This is an optimization exercise on Yosys and OpenROAD, whose aim is small area and a short achievable clock period, not a production implementation. Power and IR drop assume default switching activity.

==> 07-10 <==
Design noc_ring_ni, start of the top module:
module noc_ring_ni
(
   input  wire        clk,
   input  wire        reset,
   input  wire [1:0]  ctrl_in,
   input  wire [15:0] flit_in,
   input  wire [1:0]  dest_fifo_in,
   output wire        en_pass_req,
   output wire        en_pass_rep,
   output wire        en_local_req,
   output wire        en_local_rep,
   output wire [4:0]  used_slots_pass_rep,
   input  wire [17:0] enq_req_data,
   input  wire [17:0] enq_rep_data,
   input  wire        en_out_req_enq,
   input  wire        en_out_rep_enq,
   output wire        out_req_rdy,
   output wire        out_rep_rdy,
   output wire [17:0] deq_req_data,
   output wire [17:0] deq_rep_data,
   output wire        req_rdy,
   output wire        rep_rdy,
   input  wire        en_in_req_deq,
   input  wire        en_in_rep_deq,
   input  wire        en_local_req_in,
   input  wire        en_local_rep_in,
   input  wire        en_pass_req_in,
   input  wire        en_pass_rep_in,
   input  wire [4:0]  used_slots_pass_rep_in,
   output wire [1:0]  ctrl_out,
   output wire [15:0] flit_out,
   output wire [1:0]  dest_fifo_out
);
   network_interface u_ni
   (
      .clk                    (clk),
      .reset                  (reset),
      .ctrl_in                (ctrl_in),
      .flit_in                (flit_in),
      .dest_fifo_in           (dest_fifo_in),
      .en_pass_req            (en_pass_req),
      .en_pass_rep            (en_pass_rep),
      .en_local_req           (en_local_req),
      .en_local_rep           (en_local_rep),
      .used_slots_pass_rep    (used_slots_pass_rep),
      .enq_req_data           (enq_req_data),
      .enq_rep_data           (enq_rep_data),
      .en_out_req_enq         (en_out_req_enq),
      .en_out_rep_enq         (en_out_rep_enq),
      .out_req_rdy            (out_req_rdy),
      .out_rep_rdy            (out_rep_rdy),
      .deq_req_data           (deq_req_data),
      .deq_rep_data           (deq_rep_data),
      .req_rdy                (req_rdy),
      .rep_rdy                (rep_rdy),
      .en_in_req_deq          (en_in_req_deq),
      .en_in_rep_deq          (en_in_rep_deq),
      .en_local_req_in        (en_local_req_in),
      .en_local_rep_in        (en_local_rep_in),
      .en_pass_req_in         (en_pass_req_in),
  ...
==> flow/config.mk <==
export PLATFORM = sky130hd
export DESIGN_NAME = noc_ring_ni
export DESIGN_NICKNAME = noc_ring_ni
export VERILOG_FILES = /design/flow/design.v
export SDC_FILE = /design/flow/constraint.sdc
export NUM_CORES = 4
export LEC_CHECK = 0
export CAP_MARGIN = 20
export CORE_MARGIN = 2
export CORE_UTILIZATION = 40
export SETUP_SLACK_MARGIN = 4.5
export SLEW_MARGIN = 20
==> flow/constraint.sdc <==
create_clock -name core_clock -period 7.0 [get_ports {clk}]
set_input_delay 1.4000 -clock core_clock [delete_from_list [all_inputs] [get_ports {clk}]]
set_output_delay 1.4000 -clock core_clock [all_outputs]
set_load 0.01 [all_outputs]
run.sh (not shown) runs the stock make flow with config.mk's settings and CLKGATE_MAP_FILE= SYNTH_SCRIPT=/design/flow/synth_recipe.tcl, a recipe that flattens the netlist after the stock synthesis.
==> 01-22: changes against 07-10 <==
--- a/flow/design.v
+++ b/flow/design.v
@@ -86,41 +86,49 @@
    assign cnt2p = !cnt0 && !cnt1;
    always_comb
    begin
       ram_out = '0;
       for (int i = 0; i < ram_depth; i++)
          ram_out = ram_out | ({width{rd_ptr == 4'(i)}} & mem[i]);
    end
+   logic [4:0] cnt_inc, cnt_dec;
+   logic [3:0] wr_ptr_inc, rd_ptr_inc;
+   assign cnt_inc[0] = !count[0];
+   assign cnt_inc[1] = count[1] ^ count[0];
+   assign cnt_inc[2] = count[2] ^ (count[1] & count[0]);
+   assign cnt_inc[3] = count[3] ^ (count[2] & count[1] & count[0]);
+   assign cnt_inc[4] = count[4] ^ (count[3] & count[2] & count[1] & count[0]);
+   assign cnt_dec[0] = !count[0];
+   assign cnt_dec[1] = count[1] ^ !count[0];
+   assign cnt_dec[2] = count[2] ^ !(count[1] | count[0]);
+   assign cnt_dec[3] = count[3] ^ !(count[2] | count[1] | count[0]);
+   assign cnt_dec[4] = count[4] ^ !(count[3] | count[2] | count[1] | count[0]);
+   assign wr_ptr_inc = (wr_ptr == 4'(ram_depth - 1)) ? '0 : wr_ptr + 1'b1;
+   assign rd_ptr_inc = (rd_ptr == 4'(ram_depth - 1)) ? '0 : rd_ptr + 1'b1;
    always_ff @(posedge clk)
    begin
       if (reset)
       begin
          wr_ptr <= '0;
          rd_ptr <= '0;
          count  <= '0;
          cnt0   <= 1'b1;
          cnt1   <= 1'b0;
       end
       else
       begin
          if (wr_en && !cnt0 && !(cnt1 && rd_en))
-            wr_ptr <= (wr_ptr == 4'(ram_depth - 1)) ? '0 : wr_ptr + 1'b1;
+            wr_ptr <= wr_ptr_inc;
          if (rd_en && cnt2p)
-            rd_ptr <= (rd_ptr == 4'(ram_depth - 1)) ? '0 : rd_ptr + 1'b1;
-         if (wr_en && !rd_en)
+            rd_ptr <= rd_ptr_inc;
+         if (wr_en != rd_en)
          begin
-            count <= count + 1'b1;
-            cnt0  <= 1'b0;
-            cnt1  <= cnt0;
-         end
-         else if (rd_en && !wr_en)
-         begin
-            count <= count - 1'b1;
-            cnt0  <= cnt1;
-            cnt1  <= (count == 5'd2);
+            count <= rd_en ? cnt_dec : cnt_inc;
+            cnt0  <= rd_en && cnt1;
+            cnt1  <= rd_en ? (count == 5'd2) : cnt0;
          end
       end
    end
    always_ff @(posedge clk)
    begin
       if (wr_en && !cnt0)
          mem[wr_ptr] <= wr_data;
@@ -275,27 +283,31 @@
    assign pay[0] = pass_rep_head;
    assign pay[1] = inj_rep_head;
    assign pay[2] = pass_req_head[15:0];
    assign pay[3] = inj_req_head[15:0];
    assign ne     = {!inj_req_empty, !pass_req_empty, !inj_rep_empty, !pass_rep_empty};
    assign len_pr = noc_ni_pkg::rep_msg_flits(pass_rep_head[9:5]);
    assign len_ir = noc_ni_pkg::rep_msg_flits(inj_rep_head[9:5]);
-   assign at_head = {first_iq, first_pq, rem_ir == 4'd0, rem_pr == 4'd0};
-   assign held    = {!first_iq, !first_pq, rem_ir != 4'd0, rem_pr != 4'd0};
+   logic mid_pr, mid_ir;    
+   assign at_head = {first_iq, first_pq, !mid_ir, !mid_pr};
+   assign held    = {!first_iq, !first_pq, mid_ir, mid_pr};
    assign locked  = |held;
    always_comb
    begin
       for (int s = 0; s < 4; s++)
          to_next[s] = (pay[s][15:12] == next_node);
    end
    function automatic logic [1:0] rep_ctrl(input logic [3:0] rem);
       rep_ctrl = (rem == 4'd0) ? 2'b01 : (rem == 4'd1) ? 2'b11 : 2'b10;
    endfunction
    assign ctrl_s[0] = rep_ctrl(rem_pr);
    assign ctrl_s[1] = rep_ctrl(rem_ir);
+   logic [3:0] rem_pr_nx, rem_ir_nx;
+   assign rem_pr_nx = mid_pr ? rem_pr - 4'd1 : len_pr - 4'd1;
+   assign rem_ir_nx = mid_ir ? rem_ir - 4'd1 : len_ir - 4'd1;
    assign ctrl_s[2] = first_pq ? 2'b01 : {1'b1, pass_req_head[16]};
    assign ctrl_s[3] = first_iq ? 2'b01 : {1'b1, inj_req_head[16]};
    always_comb
    begin
       if (locked)
          sel = held;
       else if (ne[0])
@@ -330,23 +342,31 @@
    assign inj_req_pop  = pop_s[3];
    always_ff @(posedge clk)
    begin
       if (reset)
       begin
          rem_pr   <= 4'd0;
          rem_ir   <= 4'd0;
+         mid_pr   <= 1'b0;
+         mid_ir   <= 1'b0;
          first_pq <= 1'b1;
          first_iq <= 1'b1;
       end
       else
       begin
          if (pop_s[0])
-            rem_pr <= (rem_pr == 4'd0) ? len_pr - 4'd1 : rem_pr - 4'd1;
+         begin
+            rem_pr <= rem_pr_nx;
+            mid_pr <= rem_pr_nx != 4'd0;
+         end
          if (pop_s[1])
-            rem_ir <= (rem_ir == 4'd0) ? len_ir - 4'd1 : rem_ir - 4'd1;
+         begin
+            rem_ir <= rem_ir_nx;
+            mid_ir <= rem_ir_nx != 4'd0;
+         end
          if (pop_s[2])
             first_pq <= !first_pq && pass_req_head[16];    
          if (pop_s[3])
             first_iq <= !first_iq && inj_req_head[16];
       end
    end
    always_ff @(posedge clk)
==> 01-11: changes against 07-10 <==
--- a/flow/design.v
+++ b/flow/design.v
@@ -86,41 +86,49 @@
    assign cnt2p = !cnt0 && !cnt1;
    always_comb
    begin
       ram_out = '0;
       for (int i = 0; i < ram_depth; i++)
          ram_out = ram_out | ({width{rd_ptr == 4'(i)}} & mem[i]);
    end
+   logic [4:0] cnt_inc, cnt_dec;
+   logic [3:0] wr_ptr_inc, rd_ptr_inc;
+   assign cnt_inc[0] = !count[0];
+   assign cnt_inc[1] = count[1] ^ count[0];
+   assign cnt_inc[2] = count[2] ^ (count[1] & count[0]);
+   assign cnt_inc[3] = count[3] ^ (count[2] & count[1] & count[0]);
+   assign cnt_inc[4] = count[4] ^ (count[3] & count[2] & count[1] & count[0]);
+   assign cnt_dec[0] = !count[0];
+   assign cnt_dec[1] = count[1] ^ !count[0];
+   assign cnt_dec[2] = count[2] ^ !(count[1] | count[0]);
+   assign cnt_dec[3] = count[3] ^ !(count[2] | count[1] | count[0]);
+   assign cnt_dec[4] = count[4] ^ !(count[3] | count[2] | count[1] | count[0]);
+   assign wr_ptr_inc = (wr_ptr == 4'(ram_depth - 1)) ? '0 : wr_ptr + 1'b1;
+   assign rd_ptr_inc = (rd_ptr == 4'(ram_depth - 1)) ? '0 : rd_ptr + 1'b1;
    always_ff @(posedge clk)
    begin
       if (reset)
       begin
          wr_ptr <= '0;
          rd_ptr <= '0;
          count  <= '0;
          cnt0   <= 1'b1;
          cnt1   <= 1'b0;
       end
       else
       begin
          if (wr_en && !cnt0 && !(cnt1 && rd_en))
-            wr_ptr <= (wr_ptr == 4'(ram_depth - 1)) ? '0 : wr_ptr + 1'b1;
+            wr_ptr <= wr_ptr_inc;
          if (rd_en && cnt2p)
-            rd_ptr <= (rd_ptr == 4'(ram_depth - 1)) ? '0 : rd_ptr + 1'b1;
-         if (wr_en && !rd_en)
+            rd_ptr <= rd_ptr_inc;
+         if (wr_en != rd_en)
          begin
-            count <= count + 1'b1;
-            cnt0  <= 1'b0;
-            cnt1  <= cnt0;
-         end
-         else if (rd_en && !wr_en)
-         begin
-            count <= count - 1'b1;
-            cnt0  <= cnt1;
-            cnt1  <= (count == 5'd2);
+            count <= rd_en ? cnt_dec : cnt_inc;
+            cnt0  <= rd_en && cnt1;
+            cnt1  <= rd_en ? (count == 5'd2) : cnt0;
          end
       end
    end
    always_ff @(posedge clk)
    begin
       if (wr_en && !cnt0)
          mem[wr_ptr] <= wr_data;
@@ -275,27 +283,31 @@
    assign pay[0] = pass_rep_head;
    assign pay[1] = inj_rep_head;
    assign pay[2] = pass_req_head[15:0];
    assign pay[3] = inj_req_head[15:0];
    assign ne     = {!inj_req_empty, !pass_req_empty, !inj_rep_empty, !pass_rep_empty};
    assign len_pr = noc_ni_pkg::rep_msg_flits(pass_rep_head[9:5]);
    assign len_ir = noc_ni_pkg::rep_msg_flits(inj_rep_head[9:5]);
-   assign at_head = {first_iq, first_pq, rem_ir == 4'd0, rem_pr == 4'd0};
-   assign held    = {!first_iq, !first_pq, rem_ir != 4'd0, rem_pr != 4'd0};
+   logic mid_pr, mid_ir;    
+   assign at_head = {first_iq, first_pq, !mid_ir, !mid_pr};
+   assign held    = {!first_iq, !first_pq, mid_ir, mid_pr};
    assign locked  = |held;
    always_comb
    begin
       for (int s = 0; s < 4; s++)
          to_next[s] = (pay[s][15:12] == next_node);
    end
    function automatic logic [1:0] rep_ctrl(input logic [3:0] rem);
       rep_ctrl = (rem == 4'd0) ? 2'b01 : (rem == 4'd1) ? 2'b11 : 2'b10;
    endfunction
    assign ctrl_s[0] = rep_ctrl(rem_pr);
    assign ctrl_s[1] = rep_ctrl(rem_ir);
+   logic [3:0] rem_pr_nx, rem_ir_nx;
+   assign rem_pr_nx = mid_pr ? rem_pr - 4'd1 : len_pr - 4'd1;
+   assign rem_ir_nx = mid_ir ? rem_ir - 4'd1 : len_ir - 4'd1;
    assign ctrl_s[2] = first_pq ? 2'b01 : {1'b1, pass_req_head[16]};
    assign ctrl_s[3] = first_iq ? 2'b01 : {1'b1, inj_req_head[16]};
    always_comb
    begin
       if (locked)
          sel = held;
       else if (ne[0])
@@ -330,23 +342,31 @@
    assign inj_req_pop  = pop_s[3];
    always_ff @(posedge clk)
    begin
       if (reset)
       begin
          rem_pr   <= 4'd0;
          rem_ir   <= 4'd0;
+         mid_pr   <= 1'b0;
+         mid_ir   <= 1'b0;
          first_pq <= 1'b1;
          first_iq <= 1'b1;
       end
       else
       begin
          if (pop_s[0])
-            rem_pr <= (rem_pr == 4'd0) ? len_pr - 4'd1 : rem_pr - 4'd1;
+         begin
+            rem_pr <= rem_pr_nx;
+            mid_pr <= rem_pr_nx != 4'd0;
+         end
          if (pop_s[1])
-            rem_ir <= (rem_ir == 4'd0) ? len_ir - 4'd1 : rem_ir - 4'd1;
+         begin
+            rem_ir <= rem_ir_nx;
+            mid_ir <= rem_ir_nx != 4'd0;
+         end
          if (pop_s[2])
             first_pq <= !first_pq && pass_req_head[16];    
          if (pop_s[3])
             first_iq <= !first_iq && inj_req_head[16];
       end
    end
    always_ff @(posedge clk)
CORE_UTILIZATION = 65   (was 40)
==> qor summary <==
item                                                                             01-22                      07-10                      01-11
Post-Synthesis Mean Instance Area                                            16.05 um2                  16.00 um2                  16.05 um2
Clock-cell share of area                                                        6.864%                     6.582%                     6.765%
Pint                                                                          17.26 mW                   18.95 mW                   17.26 mW
Vias in the first global route                                                   39142                      39515                      40055
Half-perimeter wire length of the detailed placement result                  101900 um                  103700 um                   96120 um
Cell area after placement                                                  0.07186 mm2                0.07237 mm2                0.07075 mm2
FF-to-FF End                                                 u_ni.u_transmit.len_ir[3]    u_ni.u_inj_req.count[4]  u_ni.u_transmit.len_ir[3]
WP data required                                                               7700 ps                    7730 ps                    7660 ps
XOR/XNOR share of the synthesized area                                         0.4654%                    0.3309%                    0.4654%
Detailed-route vias per instance                                                 5.910                      5.920                      6.915
Number of buffer and inverter stages on the critical path                            1                          4                          3
Multi-input gate count                                                            2081                       2112                       2080
Initial antenna violation count                                                     10                         11                          8
Relative slew margins                                                           25.70%                     29.55%                     32.99%
Cell area after synthesis                                                  0.06587 mm2                0.06618 mm2                0.06587 mm2
Fin util                                                                        49.69%                     50.45%                     79.75%
Reg-to-reg critical path startpoint                          u_ni.u_inj_rep.head_q[13]  u_ni.u_transmit.rem_ir[0]     u_ni.u_transmit.mid_pr
Outcome                                               no timing/DRC/antenna violations  no timing/DRC/antenna violations  no timing/DRC/antenna violations
Filler Cell Count                                                                13433                      13330                       5350
Inserted Clock Buffers                                                             171                        169                        166
Count of sequential standard cells                                                1759                       1757                       1759
Synthesized-area fraction occupied by adder cells                              0.1900%                    0.8243%                    0.1900%
Maximum clock frequency                                                     0.3004 GHz                 0.2996 GHz                 0.3041 GHz
Post-Syn Instances                                                                4103                       4135                       4103
Function was not checked in any run of this note: the RTL went through the layout flow alone.

re-timing with driven ports:
The results above use ideal ports. As a check the final layouts listed here were re-extracted and re-timed, cells and wires unchanged. Step 1 (the two cells are an assumption about what drives the block):
set clk [get_ports {clk}]
set_driving_cell -lib_cell sky130_fd_sc_hd__clkbuf_16 $clk
set_driving_cell -lib_cell sky130_fd_sc_hd__buf_2 [delete_from_list [all_inputs] $clk]
Step 2 adds t to the input delays and takes it off the output delays; t is the mean of the earliest and latest rising clock arrival at the registers after step 1. Input paths then give back, and output paths get back, about the clock's delay inside the block. Slacks: ideal ports / drivers / drivers and shift; pairs: ideal ports / drivers.
| run | t, ns | setup WS [ns] | slew at the worst register clock pin (ns) |
|---|---|---|---|
| 07-10 | 0.875 | 3.662 / 3.662 / 2.805 | 0.07 / 0.07 |
| 01-22 | 0.875 | 3.671 / 3.671 / 2.882 | 0.07 / 0.07 |
| 01-11 | 0.855 | 3.712 / 3.748 / 2.904 | 0.07 / 0.07 |
After both steps every run listed still meets setup and hold. The setup slack of 07-10, which loses most, moves by 0.000 ns with the drivers and by -0.857 ns with both steps.
